This is an optimization exercise on Yosys and OpenROAD, whose aim is a short achievable clock period and few clock cycles per item, not a production implementation.
Function was checked by simulation only, so behaviour that the tests miss may differ from the original.
Power and IR drop assume default switching activity.

==> flow/design.v <==
package gbn_pkg;
	localparam logic [1:0] CMD_DATA  = 2'd0;
	localparam logic [1:0] CMD_ACK   = 2'd1;
	localparam logic [1:0] CMD_ABORT = 2'd2;
	localparam logic [1:0] CMD_TICK  = 2'd3;
	localparam logic [2:0] KIND_DATA  = 3'd0;
	localparam logic [2:0] KIND_CONF  = 3'd1;
	localparam logic [2:0] KIND_ABORT = 3'd2;
	localparam logic [2:0] KIND_BREAK = 3'd3;
	localparam logic [2:0] KIND_DISC  = 3'd4;
	localparam logic [1:0] REG_CONNECT = 2'd0;
	localparam logic [1:0] REG_RETX    = 2'd1;
	localparam logic [1:0] REG_INACT   = 2'd2;
	localparam logic [15:0] CONNECT_RESET = 16'd5;
	localparam logic [15:0] RETX_RESET    = 16'd5;
	localparam logic [15:0] INACT_RESET   = 16'd10;
	typedef struct packed {
		logic [15:0] seq;
		logic [15:0] conn;
		logic        eom;
		logic [9:0]  len;
		logic [15:0] src;
		logic [15:0] dest;
		logic [31:0] payload;
	} frame_t;
	typedef struct packed {
		logic       tick;
		logic [2:0] arm;
		logic [2:0] disarm;
		logic       clear;
	} tmr_ctl_t;
endpackage
import gbn_pkg::*;
module gbn_timers (
	input  logic             clk,
	input  logic             arst_n,
	input  gbn_pkg::tmr_ctl_t ctl,
	input  logic [15:0]      lim_connect,
	input  logic [15:0]      lim_retx,
	input  logic [15:0]      lim_inact,
	output logic             busy,
	output logic [2:0]       fired
);
	logic [15:0] count_q [3];
	logic [2:0]  armed_q;
	logic [2:0]  fired_q;
	logic [1:0]  idx_q;
	logic        run_q;
	logic [15:0] cur;
	logic [15:0] nxt;
	logic [15:0] lim;
	always_comb begin
		cur = count_q[idx_q];
		nxt = (cur == 16'hFFFF) ? cur : cur + 16'd1;
		unique case (idx_q)
			2'd0:    lim = lim_connect;
			2'd1:    lim = lim_retx;
			default: lim = lim_inact;
		endcase
	end
	assign busy  = run_q || ctl.tick;
	assign fired = fired_q;
	always_ff @(posedge clk or negedge arst_n) begin
		if (!arst_n) begin
			armed_q <= '0;
			fired_q <= '0;
			idx_q   <= '0;
			run_q   <= 1'b0;
			for (int t = 0; t < 3; t++) count_q[t] <= '0;
		end else if (ctl.clear) begin
			armed_q <= '0;
			run_q   <= 1'b0;
			for (int t = 0; t < 3; t++) count_q[t] <= '0;
		end else if (ctl.tick) begin
			run_q   <= 1'b1;
			idx_q   <= '0;
			fired_q <= '0;
		end else if (run_q) begin
			if (armed_q[idx_q]) begin
				count_q[idx_q] <= nxt;
				if (nxt >= lim) begin
					fired_q[idx_q] <= 1'b1;
					armed_q[idx_q] <= 1'b0;
				end
			end
			if (idx_q == 2'd2) run_q <= 1'b0;
			idx_q <= idx_q + 2'd1;
		end else begin
			for (int t = 0; t < 3; t++) begin
				if (ctl.arm[t]) begin
					count_q[t] <= '0;
					armed_q[t] <= 1'b1;
				end else if (ctl.disarm[t]) begin
					armed_q[t] <= 1'b0;
				end
			end
		end
	end
endmodule
import gbn_pkg::*;
module go_back_n_sender_top #(
	parameter int WINDOW = 5
) (
	input  logic        clk,
	input  logic        arst_n,
	input  logic        in_valid,
	output logic        in_stall,
	input  logic [1:0]  command,
	input  logic [15:0] seq_num,
	input  logic        end_of_message,
	input  logic [15:0] conn_id,
	input  logic [15:0] dest_address,
	input  logic [15:0] src_address,
	input  logic [9:0]  payload_len,
	input  logic [31:0] payload_word,
	output logic        out_valid,
	input  logic        out_stall,
	output logic [2:0]  kind,
	output logic [15:0] out_seq,
	output logic        out_eom,
	output logic [15:0] out_conn,
	output logic [15:0] out_dest,
	output logic [15:0] out_src,
	output logic [9:0]  out_len,
	output logic [31:0] out_payload,
	output logic        last_of_run,
	input  logic        psel,
	input  logic        penable,
	input  logic        pwrite,
	input  logic [3:0]  paddr,
	input  logic [31:0] pwdata,
	output logic [31:0] prdata,
	output logic        pready
);
	localparam int IW = $clog2(WINDOW);
	localparam int CW = $clog2(WINDOW + 1);
	typedef enum logic [3:0] {
		S_IDLE, S_DISPATCH, S_TICKWAIT, S_TICKDEC, S_RESEND, S_SEARCH,
		S_SHIFT, S_ACKEND, S_DATA2, S_EMIT
	} state_t;
	typedef enum logic [1:0] {M_IDLE, M_AWAIT, M_CONN, M_BREAK} mode_t;
	state_t      state_q;
	state_t      after_q;
	mode_t       mode_q;
	logic        cfb_q;
	logic [CW-1:0] count_q;
	logic [106:0] win_q [WINDOW];
	gbn_pkg::frame_t      win_ptr;
	gbn_pkg::frame_t      win_last;
	logic [15:0] final_q;
	logic [15:0] cur_conn_q;
	logic [15:0] lim_q [3];
	gbn_pkg::frame_t      in_q;
	logic [1:0]  cmd_q;
	logic [IW-1:0] ptr_q;
	logic        found_q;
	logic [15:0] newest_q;
	logic        pend_last_q;
	logic [2:0]  pend_kind_q;
	gbn_pkg::frame_t      pend_q_f;
	logic        ov_q;
	logic [2:0]  kind_q;
	gbn_pkg::frame_t      of_q;
	logic        last_q;
	gbn_pkg::tmr_ctl_t    tctl;
	logic        tbusy;
	logic [2:0]  fired;
	logic [IW-1:0] nxt_ptr;
	logic        out_free;
	logic        wr_en;
	logic [1:0]  widx;
	gbn_timers u_timers (
		.clk(clk), .arst_n(arst_n), .ctl(tctl),
		.lim_connect(lim_q[0]), .lim_retx(lim_q[1]), .lim_inact(lim_q[2]),
		.busy(tbusy), .fired(fired)
	);
	assign pready = 1'b1;
	assign widx   = paddr[3:2];
	assign wr_en  = psel && penable && pwrite;
	always_comb begin
		unique case (widx)
			REG_CONNECT: prdata = {16'd0, lim_q[0]};
			REG_RETX:    prdata = {16'd0, lim_q[1]};
			REG_INACT:   prdata = {16'd0, lim_q[2]};
			default:     prdata = '0;
		endcase
	end
	assign in_stall = (state_q != S_IDLE);
	assign out_free = !ov_q || !out_stall;
	assign nxt_ptr  = ptr_q + IW'(1);
	assign win_ptr  = win_q[ptr_q];
	assign win_last = win_q[count_q == '0 ? '0 : IW'(count_q - CW'(1))];
	assign out_valid   = ov_q;
	assign kind        = kind_q;
	assign out_seq     = of_q.seq;
	assign out_eom     = of_q.eom;
	assign out_conn    = of_q.conn;
	assign out_dest    = of_q.dest;
	assign out_src     = of_q.src;
	assign out_len     = of_q.len;
	assign out_payload = of_q.payload;
	assign last_of_run = last_q;
	function automatic logic [106:0] ctl_frame(input logic [15:0] s, input logic [15:0] c);
		ctl_frame = {s, c, 75'd0};
	endfunction
	always_ff @(posedge clk or negedge arst_n) begin
		if (!arst_n) begin
			lim_q[0] <= CONNECT_RESET;
			lim_q[1] <= RETX_RESET;
			lim_q[2] <= INACT_RESET;
		end else if (wr_en) begin
			unique case (widx)
				REG_CONNECT: lim_q[0] <= pwdata[15:0];
				REG_RETX:    lim_q[1] <= pwdata[15:0];
				REG_INACT:   lim_q[2] <= pwdata[15:0];
				default: ;
			endcase
		end
	end
	always_ff @(posedge clk or negedge arst_n) begin
		logic       tn_tick;
		logic [2:0] tn_arm;
		logic [2:0] tn_disarm;
		logic       tn_clear;
		if (!arst_n) begin
			state_q     <= S_IDLE;
			after_q     <= S_IDLE;
			mode_q      <= M_IDLE;
			cfb_q       <= 1'b0;
			count_q     <= '0;
			final_q     <= '0;
			cur_conn_q  <= '0;
			ov_q        <= 1'b0;
			found_q     <= 1'b0;
			ptr_q       <= '0;
			tctl        <= '0;
			cmd_q       <= CMD_DATA;
		end else begin
			tn_tick = 1'b0; tn_arm = 3'b000; tn_disarm = 3'b000; tn_clear = 1'b0;
			if (ov_q && !out_stall && state_q != S_EMIT) ov_q <= 1'b0;
			unique case (state_q)
				S_IDLE: begin
					if (in_valid) begin
						cmd_q <= command;
						in_q  <= {seq_num, conn_id, end_of_message, payload_len,
							src_address, dest_address, payload_word};
						state_q <= S_DISPATCH;
					end
				end
				S_DISPATCH: begin
					if (cmd_q == CMD_TICK) begin
						tn_tick = 1'b1;
						state_q <= S_TICKWAIT;
					end else if (mode_q == M_IDLE) begin
						if (cmd_q == CMD_DATA) begin
							cur_conn_q  <= in_q.conn;
							pend_kind_q <= KIND_DATA;
							pend_q_f    <= in_q;
							pend_last_q <= 1'b1;
							tn_arm      = 3'b001;
							mode_q      <= M_AWAIT;
							after_q     <= S_IDLE;
							state_q     <= S_EMIT;
						end else begin
							state_q <= S_IDLE;
						end
					end else if (mode_q == M_AWAIT) begin
						if (cmd_q == CMD_ACK) begin
							tn_arm      = (in_q.seq == 16'd1) ? 3'b110 : 3'b000;
							tn_disarm   = 3'b001;
							cur_conn_q  <= in_q.conn;
							if (in_q.seq == 16'd1) begin
								pend_kind_q <= KIND_CONF;
								pend_q_f    <= ctl_frame(in_q.seq, in_q.conn);
								pend_last_q <= 1'b1;
								mode_q      <= M_CONN;
								after_q     <= S_IDLE;
								state_q     <= S_EMIT;
							end else begin
								state_q <= S_IDLE;
							end
						end else begin
							state_q <= S_IDLE;
						end
					end else if (cmd_q == CMD_ABORT) begin
						tn_clear    = 1'b1;
						mode_q <= M_IDLE; count_q <= '0; final_q <= '0; cfb_q <= 1'b0;
						pend_kind_q <= KIND_ABORT;
						pend_q_f    <= ctl_frame(16'd0, in_q.conn);
						pend_last_q <= 1'b1;
						after_q     <= S_IDLE;
						state_q     <= S_EMIT;
					end else if (cmd_q == CMD_ACK) begin
						tn_arm   = (mode_q == M_BREAK) ? 3'b110 : 3'b010;
						newest_q <= win_last.seq;
						ptr_q    <= '0;
						found_q  <= 1'b0;
						state_q  <= S_SEARCH;
					end else if (mode_q == M_CONN) begin
						cur_conn_q  <= in_q.conn;
						pend_kind_q <= KIND_DATA;
						pend_q_f    <= in_q;
						pend_last_q <= 1'b0;
						if (count_q < CW'(WINDOW)) begin
							win_q[IW'(count_q)] <= in_q;
							count_q <= count_q + CW'(1);
						end
						if (in_q.eom) final_q <= in_q.seq;
						after_q <= S_DATA2;
						state_q <= S_EMIT;
					end else begin
						state_q <= S_IDLE;
					end
				end
				S_DATA2: begin
					pend_last_q <= 1'b1;
					if (count_q >= CW'(WINDOW)) begin
						mode_q      <= M_BREAK;
						tn_arm      = 3'b110;
						pend_kind_q <= KIND_BREAK;
						pend_q_f    <= ctl_frame(16'd0, in_q.conn);
					end else begin
						tn_arm      = 3'b100;
						pend_kind_q <= KIND_CONF;
						pend_q_f    <= ctl_frame(in_q.seq, in_q.conn);
					end
					after_q <= S_IDLE;
					state_q <= S_EMIT;
				end
				S_TICKWAIT: begin
					if (!tbusy) state_q <= S_TICKDEC;
				end
				S_TICKDEC: begin
					if ((mode_q == M_AWAIT && fired[0]) ||
						((mode_q == M_CONN || mode_q == M_BREAK) && fired[2])) begin
						tn_clear    = 1'b1;
						pend_kind_q <= KIND_ABORT;
						pend_q_f    <= ctl_frame(16'd0, cur_conn_q);
						pend_last_q <= 1'b1;
						mode_q <= M_IDLE; count_q <= '0; final_q <= '0; cfb_q <= 1'b0;
						after_q <= S_IDLE;
						state_q <= S_EMIT;
					end else if ((mode_q == M_CONN || mode_q == M_BREAK) && fired[1]) begin
						cfb_q    <= (mode_q == M_BREAK);
						tn_arm   = 3'b010;
						ptr_q    <= '0;
						state_q  <= (count_q != '0) ? S_RESEND : S_IDLE;
					end else begin
						state_q <= S_IDLE;
					end
				end
				S_RESEND: begin
					pend_kind_q <= KIND_DATA;
					pend_q_f    <= win_ptr;
					pend_last_q <= (CW'(ptr_q) + CW'(1) >= count_q);
					ptr_q       <= nxt_ptr;
					after_q     <= (CW'(ptr_q) + CW'(1) >= count_q) ? S_IDLE : S_RESEND;
					state_q     <= S_EMIT;
				end
				S_SEARCH: begin
					if (CW'(ptr_q) >= count_q) begin
						state_q <= S_ACKEND;
					end else if (win_ptr.seq == in_q.seq) begin
						found_q <= 1'b1;
						state_q <= S_SHIFT;
					end else if (CW'(ptr_q) + CW'(1) >= count_q) begin
						state_q <= S_ACKEND;
					end else begin
						ptr_q <= nxt_ptr;
					end
				end
				S_SHIFT: begin
					if (CW'(ptr_q) + CW'(1) < count_q) begin
						win_q[ptr_q] <= win_q[nxt_ptr];
						ptr_q <= nxt_ptr;
					end else begin
						count_q <= count_q - CW'(1);
						state_q <= S_ACKEND;
					end
				end
				S_ACKEND: begin
					if (mode_q == M_CONN && in_q.seq == final_q) begin
						tn_clear    = 1'b1;
						pend_kind_q <= KIND_DISC;
						pend_q_f    <= ctl_frame(16'd0, in_q.conn);
						pend_last_q <= 1'b1;
						mode_q <= M_IDLE; count_q <= '0; final_q <= '0; cfb_q <= 1'b0;
						after_q <= S_IDLE;
						state_q <= S_EMIT;
					end else if (mode_q == M_BREAK && found_q && in_q.seq == newest_q) begin
						pend_kind_q <= KIND_CONF;
						pend_q_f    <= ctl_frame(in_q.seq, in_q.conn);
						pend_last_q <= 1'b1;
						mode_q      <= M_CONN;
						cfb_q       <= 1'b0;
						after_q     <= S_IDLE;
						state_q     <= S_EMIT;
					end else begin
						state_q <= S_IDLE;
					end
				end
				S_EMIT: begin
					if (out_free) begin
						ov_q    <= 1'b1;
						kind_q  <= pend_kind_q;
						of_q    <= pend_q_f;
						last_q  <= pend_last_q;
						state_q <= after_q;
					end
				end
				default: state_q <= S_IDLE;
			endcase
			tctl <= {tn_tick, tn_arm, tn_disarm, tn_clear};
		end
	end
endmodule
==> flow/run.sh <==
#!/bin/bash
# synth_recipe.tcl (not shown) runs the flow's synth.tcl, then flattens the netlist and writes it again
# the make line also repeats each setting of config.mk as NAME=value (left out here)
make -C /OpenROAD-flow-scripts/flow DESIGN_CONFIG=/design/flow/config.mk WORK_HOME=/design/flow/orfs CLKGATE_MAP_FILE= SYNTH_SCRIPT=/design/flow/synth_recipe.tcl finish
==> flow/config.mk <==
export PLATFORM = sky130hd
export DESIGN_NAME = go_back_n_sender_top
export DESIGN_NICKNAME = go_back_n_sender_top
export VERILOG_FILES = /design/flow/design.v
export SDC_FILE = /design/flow/constraint.sdc
export NUM_CORES = 4
export LEC_CHECK = 0
export CAP_MARGIN = 20
export CORE_MARGIN = 2
export CORE_UTILIZATION = 40
export SLEW_MARGIN = 20
==> flow/constraint.sdc <==
create_clock -name core_clock -period 5.0 [get_ports {clk}]
set_input_delay 1.0000 -clock core_clock [delete_from_list [all_inputs] [get_ports {clk}]]
set_output_delay 1.0000 -clock core_clock [all_outputs]
set_load 0.01 [all_outputs]
==> out/summary.txt <==
CELLS AND AREA
------------------------------------------------------------------------------
Total Nets Final ................................................        3,860
Total area of sequential cells ..................................  0.03047 mm2
Commonest non-fill, non-tap cells in the layout ................. 880 x sky130_fd_sc_hd__edfxtp_1, 407 x sky130_fd_sc_hd__a22oi_1, 397 x sky130_fd_sc_hd__nand2_1, 363 x sky130_fd_sc_hd__a21oi_1, 261 x sky130_fd_sc_hd__clkdlybuf4s50_1
Growth of design area from synthesis to finish ..................       18.26%
Final instance area .............................................  0.05325 mm2
Most common cell after layout, fill and taps aside .............. sky130_fd_sc_hd__edfxtp_1
Layout cell share with drive strength beyond 1 ..................       10.11%
Antenna cells ...................................................            0
Final cell count without fillers ................................        5,257
Area of combinational cells with multiple inputs ................  0.01361 mm2
Fill cell total of the finished layout ..........................        9,917

STA
------------------------------------------------------------------------------
Setup repair after global routing missed its margin .............        false
Maximum clock skew at final layout ..............................   0.05110 ns
Final setup violation count .....................................            0
Final Critical Period ...........................................     4.459 ns
Post-route setup slack ..........................................    0.5410 ns
Slew at the pin with the worst max-slew slack ...................     1.049 ns
Max-slew headroom at the worst pin ..............................       30.04%
Worst hold-check slack ..........................................    0.2760 ns
Share of the clock period used by the worst path after layout ...       89.18%
Max Transition Viols Final ......................................            0
Maximum operating frequency .....................................   0.2243 GHz
Count of final hold-check violations ............................            0

DRT
------------------------------------------------------------------------------
DRT Pass-1 Iters ................................................            6
Average routed wire per standard cell ...........................     23.60 um
DRC violations left .............................................            0
Residual antenna-violating net count after detailed routing .....            0
Vias per cell ...................................................        5.815
Iteration-0 DRC count of the detailed router ....................        3,058
Routed wire length ..............................................     124.0 mm
Total via count in the routed design ............................       30,570

DIE
------------------------------------------------------------------------------
Die outline area ................................................   0.1153 mm2
Starting density of the core ....................................       40.19%
Area of the core ................................................   0.1120 mm2
Chip height .....................................................     339.5 um
Horiz. Die Dim ..................................................     339.5 um
Ports ...........................................................          298
Standard-cell rows ..............................................          123

CLOCK TREE
------------------------------------------------------------------------------
CTS tree ........................................................         done
Library cell used as clock root buffer .......................... sky130_fd_sc_hd__clkbuf_16
CTS Sinks .......................................................        1,041
Hold_buf cts ....................................................            0
Clk Latency, worst-skew pair ....................................      0.71 ns
Clk buf depth ...................................................            3
Post-CTS setup buffer count .....................................            0
Clock-pin slew on the worst setup and hold paths ................      0.06 ns
Num CTS Buffers .................................................          108
H-tree levels ...................................................            3
PostCTS Resize Cnt ..............................................            0

SETUP PATH
------------------------------------------------------------------------------
Worst reg2reg startpoint ........................................ u_timers.idx_q[1]$_DFFE_PN0P_
Crit path arrival time ..........................................      5.04 ns
Critical path peak fanout .......................................           20
Critical Path Source Type .......................................    flip-flop
Setup CP Type ................................................... flip-flop to flip-flop
Data required time of the worst path ............................      5.58 ns
Logic depth of the worst register-to-register path ..............           18
Flop2flop setup slack ...........................................      0.54 ns
Capture point of the worst reg-to-reg path ...................... u_timers.fired_q[2]$_DFFE_PN0P_
Sort of element at the end of the critical path .................    flip-flop

PLACE
------------------------------------------------------------------------------
Worst setup slack after placement ...............................    0.5679 ns
Global placer's final weighted congestion .......................       0.8462
Post-detailed-placement half-perimeter wirelength ...............     68.99 mm
Placed Instance Area ............................................  0.04968 mm2
Cell count after placement ......................................        5,052
Port Buf Inserts ................................................          262

POWER AND IR DROP
------------------------------------------------------------------------------
Switching portion of total power ................................       30.87%
Combinational Power Share .......................................        24.1%
Clk pwr share ...................................................        30.8%
Part of the total power dissipated in sequential elements .......        45.1%
Maximum VDD drop ................................................    0.4033 mV
Switching Power .................................................     8.022 mW
Lkg Pwr .........................................................     18.73 nW
Power density cells ............................................. 488.1 mW/mm2
Power Internal ..................................................     17.97 mW

LOGIC SYNTHESIS
------------------------------------------------------------------------------
Post-synthesis instance area ....................................  0.04503 mm2
Number of enable-type register cells in the synthesized netlist .          880
Library cells used by synthesis .................................           64
Most frequently used flop master after synthesis ................ sky130_fd_sc_hd__edfxtp_1
Number of warning messages in the yosys log .....................            7
Post-synthesis sequential area ratio ............................       67.65%
Synthesized netlist cell count ..................................        3,451
Synthesized flop and latch total ................................        1,041
Ys async rst share ..............................................       15.47%
Average cell area after synthesis ...............................    13.05 um2

GLOBAL ROUTING
------------------------------------------------------------------------------
Antenna violations before repair ................................            4
Global-route wire length before repair ..........................     186.0 mm
GRT Residual Overflow ...........................................            0
All-Layer GR Usage ..............................................       20.98%
Largest net degree at the start of global routing ...............          200
Via count of the first global-routing pass ......................       30,140

FLOW RUN
------------------------------------------------------------------------------
Max-capacitance violation count .................................            0

HOLD PATH
------------------------------------------------------------------------------
Worst min path class ............................................ input pin to async pin

RUN STATUS
------------------------------------------------------------------------------
Run status ...................................................... finished clean

==> sequential cells by signal (all words and copies together) (netlist names), 4 cells and up <==
| signal | cells |
|---|---|
| final_q | 16 |
| win_q | 535 |
| lim_q | 48 |
| newest_q | 16 |
| of_q | 107 |
| u_timers.count_q | 48 |
| state_q | 4 |
| in_q | 107 |
| cur_conn_q | 16 |
| tctl | 6 |
| pend_q_f | 107 |
==> how the worst max path moves through the flow <==
stage | to | slack, ns | cells past startpoint | from
3_5_place_dp | u_timers.armed_q[2]$_DFFE_PN0P_ | 0.57 | 18 | u_timers.idx_q[1]$_DFFE_PN0P_
4_1_cts | u_timers.fired_q[2]$_DFFE_PN0P_ | 0.52 | 19 | u_timers.idx_q[1]$_DFFE_PN0P_
2_1_floorplan | win_q[0][0]$_DFFE_PP_ | -0.04 | 9 | ptr_q[0]$_DFFE_PN0P_
5_1_grt | u_timers.armed_q[2]$_DFFE_PN0P_ | 0.06 | 18 | u_timers.idx_q[1]$_DFFE_PN0P_
3_3_place_gp | u_timers.fired_q[1]$_DFFE_PN0P_ | 0.61 | 19 | u_timers.idx_q[1]$_DFFE_PN0P_
6_report | u_timers.fired_q[2]$_DFFE_PN0P_ | 0.54 | 18 | u_timers.idx_q[1]$_DFFE_PN0P_
==> synth_stat cells, types with 36 or more instances <==
cell	count	share of area [%]
sky130_fd_sc_hd__nand2_1	398	3.3
sky130_fd_sc_hd__a21oi_1	364	4.0
sky130_fd_sc_hd__a22o_1	69	1.3
sky130_fd_sc_hd__mux2_2	71	1.8
sky130_fd_sc_hd__clkbuf_1	220	1.8
sky130_fd_sc_hd__dfrtp_1	155	8.6
sky130_fd_sc_hd__mux2i_1	62	1.4
sky130_fd_sc_hd__ha_1	45	1.3
sky130_fd_sc_hd__nor2_1	79	0.66
sky130_fd_sc_hd__xor2_1	43	0.84
sky130_fd_sc_hd__o21ai_0	257	2.9
sky130_fd_sc_hd__edfxtp_1	880	59
sky130_fd_sc_hd__nand3_1	37	0.41
sky130_fd_sc_hd__nand3b_1	36	0.60
sky130_fd_sc_hd__a22oi_1	407	6.8
==> through the flow <==
stage	util [%]	power, mW	TNS, ns
after floorplan	-	15.76	-9.636
after global placement	44.34	18.05	0
after detailed placement	44.34	18.13	0
after CTS	47.51	26.19	0
after global routing	47.53	27.27	0
final	47.53	25.99	0
==> power by group through the flow <==
stage	clock network [mW]	logic, mW	registers (mW)
after floorplan	0	4.13	11.6
after CTS	8.19	6.28	11.7
after global placement	0	6.20	11.9
after detailed placement	0	6.25	11.9
after global routing	8.53	6.90	11.8
final	8.02	6.25	11.7
==> metal layers <==
metal / vias to the layer above / GRT usage [%] / share of wire (%)
met5: - / 0 / 0.015
li1: 13730 / - / -
met4: 4 / 6.646 / 2.4
met1: 15450 / 28.89 / 43
met3: 194 / 3.159 / 7.0
met2: 1197 / 34.29 / 48
==> critical path, stage by stage, from the launching register on <==
cell                       delay [ns]
sky130_fd_sc_hd__dfrtp_1         0.43
sky130_fd_sc_hd__inv_1           0.13
sky130_fd_sc_hd__ha_1            0.22
sky130_fd_sc_hd__buf_4           0.22
sky130_fd_sc_hd__a22o_1          0.20
sky130_fd_sc_hd__mux2i_1         0.32
sky130_fd_sc_hd__nor3_1          0.10
sky130_fd_sc_hd__nand3b_1        0.24
sky130_fd_sc_hd__nor3_4          0.08
sky130_fd_sc_hd__buf_4           0.17
sky130_fd_sc_hd__nor4_1          0.30
sky130_fd_sc_hd__xor2_1          0.33
sky130_fd_sc_hd__ha_1            0.31
sky130_fd_sc_hd__nand4_1         0.15
sky130_fd_sc_hd__nor3_1          0.08
sky130_fd_sc_hd__nor3_1          0.21
sky130_fd_sc_hd__a31oi_1         0.16
sky130_fd_sc_hd__o31a_1          0.39
sky130_fd_sc_hd__a32o_1          0.28
==> cell type report <==
cell class	instances	share of cell area, %
Tap cell	1500	3.524
Clock inverter	74	1.271
Clock buffer	130	5.385
Inverter	26	0.1833
Multi-Input combinational cell	2128	25.56
Sequential cell	1041	57.21
Timing Repair Buffer	358	6.868
==> logic make-up after synthesis <==
family	Yosys count	share of synthesized area [%]
other	2	0.01668
XOR/XNOR	60	1.167
adder cells (fa/ha/maj)	46	1.273
multiplexers	148	3.904
buffers and inverters	297	2.715
flip-flops	1041	67.65
AND/OR/NAND/NOR	677	6.763
AO/OA/AOI/OAI	1180	16.51
Testbench counts, summed over its fixed seeds: cycles 29,727, commands 5,600.

==> re-timing with driven ports <==
Ports are ideal in the flow. The routed layout listed here was re-timed in OpenROAD. Step 1 assumes that a clkbuf_16 drives the clock port and a buf_2 every other input. Step 2, shift: input delay + t, output delay - t, t = (earliest + latest rising clock arrival at the registers) / 2. This alone moves slack from input paths to output paths. Three values: no drivers, after step 1, after step 2; two values: the first two.
t, ns: 0.752
setup WS [ns]: 0.541 / 0.541 / 0.541
worst register clock-pin slew, ns: 0.07 / 0.07
worst slew at a driven data input, ns: 0.12
After both steps this run still meets setup and hold. The setup slack of this run moves by 0.000 ns with the drivers and by 0.000 ns with both steps.
